Source: an optimization exercise on an open RTL-to-GDS flow (aim: small area and a short achievable clock period). Production flows keep margins and buffers that such runs may drop. At most, simulation tests tie the RTL to the original design; equivalence was not proved. No activity file was given, so power comes from the tool's default toggle rates.

==> flow/design.v (excerpt) <==
module scopeCore (
	input logic clk_flash,
	input logic rstN,
	input logic [4*8-1:0] flashData,  
	input logic [8-1:0] threshLow,  
	input logic [8-1:0] threshHigh,
	input logic fallingEdge,
	input logic [(10 + 1)-1:0] tot,
	input logic [4-1:0] chanEnable,
	input logic [1:0] coinReq,
	input logic [8-1:0] holdTime,
	input logic allowSameChan,
	input logic noSelfTrig,
	input logic isFirst,
	input logic isLast,
	input logic [1:0] trigIn,  
	input logic startTrigger,
	input logic [10-1:0] triggerPoint,
	input logic [10-1:0] nsmp,
	input logic [5-1:0] downsample,
	input logic highRes,
	output logic [1:0] trigOut,  
	output logic trigger,
	output logic [4-1:0] inRange,  
	output logic acquiring,
	output logic dataReady,
	output logic [10-1:0] wrAddress,
	output logic [10-1:0] trigPointAddr,
	output logic [4*8-1:0] dout  
);
Size: about 1,900 cells after synthesis, roughly 170 I/O pins.
clock: 5.0 ns
lec_check: 0
cap_margin: 20
core_margin: 2
core_utilization: 40
setup_slack_margin: 2.9
slew_margin: 20
tns_end_percent: 5
run.sh (not shown) runs the stock make flow with config.mk's settings and CLKGATE_MAP_FILE= SYNTH_SCRIPT=/design/flow/synth_recipe.tcl, a recipe that flattens the netlist after the stock synthesis.
The starting point produced a clean layout.
Edit:
ABC_CLOCK_PERIOD_IN_PS = 2500   (was default)
SETUP_SLACK_MARGIN = 2.0   (was 2.9)
TNS_END_PERCENT = default   (was 5)
After rerunning:
- The new run passed the timing, DRC and antenna checks
- routed wire length went down by a few percent
- hold slack barely changes
- final area went down by a little under a tenth
- power went down by a few percent
- area after synthesis is unchanged
- worst setup slack degrades by 0.30 ns
- synthesized cell count stays the same
- first-iteration DRC count went down slightly
- final cell count went down by a few percent
- maximum frequency went down by roughly a tenth
Edit:
ABC_CLOCK_PERIOD_IN_PS = 2000   (was 2500)
SETUP_SLACK_MARGIN = 2.6   (was 2.0)
- global-route usage rose by 2.0 points
- synthesized area stays the same
- combinational power rose by well over a third
- sequential share of layout area fell by 4.0 points
- first-iteration DRC count rose by roughly a tenth
- total power rose by roughly a tenth
- non-clock buffer count rose by 121
No run of this note included a check of the RTL's function; only the layout flow was run.

## wip/willow
Another version of the RTL of scopeCore (not shown whole).
Size: about 2,400 cells after synthesis, roughly 270 flip-flops, roughly 170 I/O pins.
==> flow/design.v (excerpt) <==
module scopeCore (
	input logic clk_flash,
	input logic rstN,
	input logic [4*8-1:0] flashData,  
	input logic [8-1:0] threshLow,  
	input logic [8-1:0] threshHigh,
	input logic fallingEdge,
	input logic [(10 + 1)-1:0] tot,
	input logic [4-1:0] chanEnable,
	input logic [1:0] coinReq,
	input logic [8-1:0] holdTime,
	input logic allowSameChan,
	input logic noSelfTrig,
	input logic isFirst,
	input logic isLast,
	input logic [1:0] trigIn,  
	input logic startTrigger,
	input logic [10-1:0] triggerPoint,
	input logic [10-1:0] nsmp,
	input logic [5-1:0] downsample,
	input logic highRes,
	output logic [1:0] trigOut,  
	output logic trigger,
	output logic [4-1:0] inRange,  
	output logic acquiring,
	output logic dataReady,
	output logic [10-1:0] wrAddress,
	output logic [10-1:0] trigPointAddr,
	output logic [4*8-1:0] dout  
);
	logic [4*8-1:0] samples;  
	logic [4-1:0] fire;
	logic dsGo;
	always_ff @(posedge clk_flash) begin
		samples <= flashData;  
	end
	for (genvar i = 0; i < 4; i++) begin : gChan
  ...
Settings: LEC_CHECK=0, ABC_AREA=1, CAP_MARGIN=20, CORE_MARGIN=2, CORE_UTILIZATION=60, CTS_CLUSTER_SIZE=40, SETUP_SLACK_MARGIN=3.1, SLEW_MARGIN=20, TNS_END_PERCENT=1; clock period 5.0 ns.
standard.sh (not shown) runs the stock make flow with config.mk's settings and CLKGATE_MAP_FILE= SYNTH_SCRIPT=/design/flow/synth_recipe.tcl, a recipe that flattens the netlist after the stock synthesis.
==> flow/flow/run.sh <==
#!/bin/bash
# Layout flow: the standard ORFS flow (standard synthesis included), with the
# ports buffered by a plain buffer instead of the weakest delay cell;
# nothing else changed.
set -euo pipefail
export BUFFER_PORTS_ARGS="-buffer_cell sky130_fd_sc_hd__buf_2"

bash standard.sh finish > make_finish.log 2>&1
Inputs modified between wip/willow and wip/indigo:
- CORE_UTILIZATION now 40, was 60
- TNS_END_PERCENT no longer set, was 1
- CTS_CLUSTER_SIZE no longer set, was 40
- SETUP_SLACK_MARGIN now 2.9, was 3.1
==> flow/run.sh (new file) <==
#!/bin/bash
# synth_recipe.tcl (not shown) runs the flow's synth.tcl, then flattens the netlist and writes it again
# the make line also repeats each setting of config.mk as NAME=value (left out here)
make -C /OpenROAD-flow-scripts/flow DESIGN_CONFIG=/design/flow/config.mk WORK_HOME=/design/flow/orfs CLKGATE_MAP_FILE= SYNTH_SCRIPT=/design/flow/synth_recipe.tcl finish
removed: flow/flow/run.sh
removed: flow/standard.sh
==> run notes <==
Going from wip/willow to wip/indigo, the final critical-path share of the clock period was found to have gone down by 0.52 points. The clock network area share number comes out higher for wip/willow vs wip/indigo. Taking wip/willow as the reference, in wip/indigo final worst slack now sits higher, I/O pin count was more or less identical, via count has increased, fraction of layout instances using a drive strength above 1 picked up an extra 8.2 points. wip/willow -> wip/indigo: global placement routability congestion decreased by a few percent.
Relative to wip/indigo, the following input files were edited for wip/zinc:
- changing SETUP_SLACK_MARGIN from 2.9 to 3.1
- changing CORE_UTILIZATION from 40 to 50
- setting TNS_END_PERCENT to 1 for the first time
==> flow/flow/run.sh (new file) <==
#!/bin/bash
# Layout flow: the standard ORFS flow (standard synthesis included), with the
# ports buffered by a plain buffer instead of the weakest delay cell;
# nothing else changed.
set -euo pipefail
export BUFFER_PORTS_ARGS="-buffer_cell sky130_fd_sc_hd__buf_2"

bash standard.sh finish > make_finish.log 2>&1
==> flow/standard.sh (new file) <==
#!/bin/bash
# synth_recipe.tcl (not shown) runs the flow's synth.tcl, then flattens the netlist and writes it again
# the make line also repeats each setting of config.mk as NAME=value (left out here)
make -C /OpenROAD-flow-scripts/flow DESIGN_CONFIG=/design/flow/config.mk WORK_HOME=/design/flow/orfs CLKGATE_MAP_FILE= SYNTH_SCRIPT=/design/flow/synth_recipe.tcl "${@:-finish}"
removed: flow/run.sh
Notes after the runs:
- Compared to wip/indigo, wip/zinc has sequential share of layout area 3.1 points higher.
- From wip/indigo to wip/zinc the numbers moved as follows: count of clock-buffer cells in the layout moved down, met3 wire length moved down, met1 wire length moved down.
> inputs changed (wip/zinc -> wip/onyx)
- CORE_UTILIZATION now 60, was 50
- PLACE_DENSITY now 0.7, previously not set
Results
Against wip/zinc, wip/onyx comes in 0.0048 ns higher on final-layout worst hold slack.
Delta (wip/onyx minus wip/zinc): global-route track usage on met3 now larger; number of buffers other than clock buffers in the final layout now smaller; non-filler instance count after layout now smaller.
Comparing fill cell instance count of the final layout for wip/onyx and wip/zinc, the smaller number came from wip/onyx.
More vias were needed by wip/onyx than by wip/zinc.
[compare] base=wip/zinc new=wip/onyx: first-pass GRT wire length went down, mean number of vias per cell went up, power dissipated in the clock network went up, number of multi-input combinational cells in the layout did not really move.
Post-route fraction of the period consumed by the critical path essentially unchanged between wip/zinc and wip/onyx.

## afterwards: timing with drivers on the ports
Ports are ideal in the flow. The routed layouts listed here were re-timed in OpenROAD. Step 1 sets driving cells, clkbuf_16 on the clock port and buf_2 on the other inputs (assumed; they add their load-dependent delay and slew). Step 2 adds t to the input delays and takes it off the output delays; t is the mean of the earliest and latest rising clock arrival at the registers after step 1. Input paths then give back, and output paths get back, about the clock's delay inside the block. Three values: ideal, step 1, step 2; two values: the first two.
run	t, ns	setup WS [ns]	worst setup path after step 2	clock arrival spread, ns	slew at the worst register clock pin (ns)
the first run of note 1	0.586	2.379 / 2.327 / 1.741	input to register	0.022 / 0.022	0.07 / 0.07
the second run of note 1	0.585	2.074 / 2.074 / 1.510	input to register	0.015 / 0.015	0.06 / 0.06
the third run of note 1	0.601	2.461 / 2.378 / 1.777	input to register	0.036 / 0.036	0.07 / 0.07
wip/willow	0.603	2.836 / 2.785 / 2.182	input to register	0.009 / 0.009	0.07 / 0.07
wip/indigo	0.583	2.862 / 2.806 / 2.224	input to register	0.035 / 0.035	0.06 / 0.06
wip/zinc	0.629	2.895 / 2.841 / 2.215	input to register	0.008 / 0.008	0.06 / 0.06
wip/onyx	0.608	2.891 / 2.839 / 2.291	input to register	0.017 / 0.018	0.07 / 0.07
After both steps every run listed still meets setup and hold. For the third run of note 1, which loses most, drivers alone change the setup slack by -0.083 ns; drivers and shift together by -0.684 ns.
